What follows belongs to an exercise in optimizing a design on an open flow for small area; a production flow would make more cautious choices.
Only simulation tests tie the RTL to the original design; equivalence was not proved.
No activity file was given, so power comes from the tool's default toggle rates.

## chess_top
module chess_top #(
    parameter logic [5:0] CURSOR_START = {3'd6, 3'd4}  
) (
    input  logic       CLK,
    input  logic       RESET,
    input  logic       cmd_req,
    input  logic [2:0] cmd,         
    input  logic [5:0] peek_sq,     
    output logic       cmd_ack,
    output logic [3:0] peek_piece,  
    output logic [5:0] cursor,      
    output logic [5:0] selected,    
    output logic       piece_held,
    output logic       side         
);
==> flow/config.mk <==
export PLATFORM = sky130hd
export DESIGN_NAME = chess_top
export DESIGN_NICKNAME = chess_top
export VERILOG_FILES = /design/flow/design.v
export SDC_FILE = /design/flow/constraint.sdc
export NUM_CORES = 4
export LEC_CHECK = 0
export CAP_MARGIN = 20
export CELL_PAD_IN_SITES_DETAIL_PLACEMENT = 1
export CELL_PAD_IN_SITES_GLOBAL_PLACEMENT = 1
export CORE_MARGIN = 2
export CORE_UTILIZATION = 40
export CTS_BUF_LIST = sky130_fd_sc_hd__clkbuf_8
export CTS_CLUSTER_DIAMETER = 60
export CTS_CLUSTER_SIZE = 15
export SLEW_MARGIN = 20
export SYNTH_HIERARCHICAL = 1
export SYNTH_MINIMUM_KEEP_SIZE = 0
==> flow/constraint.sdc <==
create_clock -name core_clock -period 5.5 [get_ports {CLK}]
set_input_delay 1.1000 -clock core_clock [delete_from_list [all_inputs] [get_ports {CLK}]]
set_output_delay 1.1000 -clock core_clock [all_outputs]
set_load 0.01 [all_outputs]
standard.sh (not shown) runs the stock make flow with config.mk's settings and CLKGATE_MAP_FILE= SYNTH_SCRIPT=/design/flow/synth_recipe.tcl, a recipe that flattens the netlist after the stock synthesis.
==> flow/flow/run.sh <==
#!/bin/bash
# The standard layout (standard.sh), with two changes passed to ORFS through
# its environment: port buffers are buf_2 cells instead of the delay buffer
# buffer_ports picks on its own, and clock tree synthesis adds no dummy
# loads and uses clkbuf_8 cells for clusters of at most 15 flip-flops.
# Every tool's full output stays in ORFS's own log folder (orfs/logs); the
# make output goes to standard.log.
set -uo pipefail
export BUFFER_PORTS_ARGS="-buffer_cell sky130_fd_sc_hd__buf_2"
export CTS_ARGS="-sink_clustering_enable -repair_clock_nets -dont_use_dummy_load -buf_list sky130_fd_sc_hd__clkbuf_8 -sink_clustering_size 15 -sink_clustering_max_diameter 60"
bash standard.sh > standard.log 2>&1
==> next run, changes <==
--- a/flow/flow/run.sh
+++ b/flow/flow/run.sh
@@ -2,3 +2,3 @@
 # The standard layout (standard.sh), with two changes passed to ORFS through
-# its environment: port buffers are buf_2 cells instead of the delay buffer
+# its environment: port buffers are buf_1 cells instead of the delay buffer
 # buffer_ports picks on its own, and clock tree synthesis adds no dummy
@@ -8,3 +8,3 @@
 set -uo pipefail
-export BUFFER_PORTS_ARGS="-buffer_cell sky130_fd_sc_hd__buf_2"
+export BUFFER_PORTS_ARGS="-buffer_cell sky130_fd_sc_hd__buf_1"
 export CTS_ARGS="-sink_clustering_enable -repair_clock_nets -dont_use_dummy_load -buf_list sky130_fd_sc_hd__clkbuf_8 -sink_clustering_size 15 -sink_clustering_max_diameter 60"
- CORE_UTILIZATION: 40 -> 60
Final area shrinks by 2.2%.
Synthesized cell count does not change.
Area after synthesis is unchanged.
==> next run, changes <==
==> flow/flow/run.sh (replaced) <==
#!/bin/bash
# The standard layout (standard.sh), with two changes passed to ORFS through
# its environment: port buffers are buf_2 cells instead of the delay buffer
# buffer_ports picks on its own, and clock tree synthesis adds no dummy loads.
# Every tool's full output stays in ORFS's own log folder (orfs/logs); the
# make output goes to standard.log.
set -uo pipefail
export BUFFER_PORTS_ARGS="-buffer_cell sky130_fd_sc_hd__buf_2"
export CTS_ARGS="-sink_clustering_enable -repair_clock_nets -dont_use_dummy_load -buf_list sky130_fd_sc_hd__clkbuf_16 -sink_clustering_size 20 -sink_clustering_max_diameter 100"
bash standard.sh > standard.log 2>&1
- CORE_UTILIZATION: 60 -> 40
- CTS_BUF_LIST: sky130_fd_sc_hd__clkbuf_8 -> sky130_fd_sc_hd__clkbuf_16
- CTS_CLUSTER_DIAMETER: 60 -> 100
- CTS_CLUSTER_SIZE: 15 -> 20
Outcome: The new run finished with timing, DRC and antenna clean. Worst hold slack loses 15 ps. Setup slack gains 390 ps. Routed wire length fell by 3.6%.
==> next run, changes <==
==> flow/flow/run.sh (replaced) <==
#!/bin/bash
# The standard layout (standard.sh), with two changes passed to ORFS through
# its environment: port buffers are buf_1 cells instead of the delay buffer
# buffer_ports picks on its own, and clock tree synthesis adds no dummy
# loads and uses clkbuf_8 cells for clusters of at most 15 flip-flops.
# Every tool's full output stays in ORFS's own log folder (orfs/logs); the
# make output goes to standard.log.
set -uo pipefail
export BUFFER_PORTS_ARGS="-buffer_cell sky130_fd_sc_hd__buf_1"
export CTS_ARGS="-sink_clustering_enable -repair_clock_nets -dont_use_dummy_load -buf_list sky130_fd_sc_hd__clkbuf_8 -sink_clustering_size 15 -sink_clustering_max_diameter 60"
bash standard.sh > standard.log 2>&1
- CORE_UTILIZATION: 40 -> 50
- CTS_BUF_LIST: sky130_fd_sc_hd__clkbuf_16 -> sky130_fd_sc_hd__clkbuf_8
- CTS_CLUSTER_DIAMETER: 100 -> 60
- CTS_CLUSTER_SIZE: 20 -> 15
=> The changed run went through all stages and came out clean; global-route usage rose by 6.2 points; first-iteration DRC count rose by 17%; wire length is about the same; die area fell by 20%.

* * *

## cedar
chess_top, a different RTL version from the one above (not shown whole).
For scale: about 280 flip-flops, roughly 31 I/O pins.
Settings: LEC_CHECK=0, CAP_MARGIN=20, CELL_PAD_IN_SITES_DETAIL_PLACEMENT=1, CELL_PAD_IN_SITES_GLOBAL_PLACEMENT=1, CORE_MARGIN=2, CORE_UTILIZATION=55, CTS_BUF_LIST=sky130_fd_sc_hd__clkbuf_16, CTS_CLUSTER_DIAMETER=100, CTS_CLUSTER_SIZE=20, SLEW_MARGIN=20, SYNTH_HIERARCHICAL=1, SYNTH_MINIMUM_KEEP_SIZE=0; clock period 5.5 ns.
==> flow/flow/run.sh <==
#!/bin/bash
# The standard layout (standard.sh), with two changes passed to ORFS through
# its environment: port buffers are buf_2 cells instead of the delay buffer
# buffer_ports picks on its own, and clock tree synthesis adds no dummy loads.
# Every tool's full output stays in ORFS's own log folder (orfs/logs); the
# make output goes to standard.log.
set -uo pipefail
export BUFFER_PORTS_ARGS="-buffer_cell sky130_fd_sc_hd__buf_2"
export CTS_ARGS="-sink_clustering_enable -repair_clock_nets -dont_use_dummy_load -buf_list sky130_fd_sc_hd__clkbuf_16 -sink_clustering_size 20 -sink_clustering_max_diameter 100"
bash standard.sh > standard.log 2>&1
cedar reached the final stage; the timing, DRC and antenna checks on its layout passed.
> inputs changed (cedar -> violet)
- a change of CORE_UTILIZATION from 55 to 40
[summary]
[violet] share of the core filled with cells fell 17 points relative to cedar
In the tables for violet and cedar, routed wire length reads lower with violet.
Clock power (violet over cedar): increase, about 3%
Post-layout instance count excluding filler cells on violet is up relative to cedar.
Against cedar, violet comes in about 13% lower on weighted congestion at the end of routability-driven global placement.

-- what the ideal ports hide --
No port has a modelled driver above. Below, the same layouts with a new extraction and two added sets of constraints. Step 1, drivers: a clkbuf_16 drives CLK and a buf_2 each remaining input, both assumed. Step 2 moves the port delays by t, midway between the first and last clock arrival at a register: inputs arrive t later, outputs are due t later. That takes back most of the time a late clock gives input paths. Three values: no drivers, after step 1, after step 2; two values: the first two.
| run | t, ns | slack for setup (ns) | worst hold slack (ns) | pins driven straight from the clock port |
|---|---|---|---|---|
| the first run of note 1 | 0.611 | 0.575 / 0.473 / 0.473 | 0.518 / 0.518 / 0.518 | 1 |
| the second run of note 1 | 0.603 | 0.177 / 0.177 / 0.177 | 0.522 / 0.522 / 0.522 | 1 |
| the third run of note 1 | 0.537 | 0.567 / 0.456 / 0.456 | 0.507 / 0.507 / 0.507 | 1 |
| the fourth run of note 1 | 0.609 | 0.469 / 0.469 / 0.469 | 0.527 / 0.527 / 0.527 | 1 |
| cedar | 0.550 | 0.117 / 0.097 / 0.097 | 0.526 / 0.526 / 0.526 | 1 |
| violet | 0.556 | 0.380 / 0.349 / 0.349 | 0.509 / 0.509 / 0.509 | 1 |
After both steps every run listed still meets setup and hold. For the third run of note 1, which loses most, drivers alone change the setup slack by -0.111 ns; drivers and shift together by -0.111 ns.
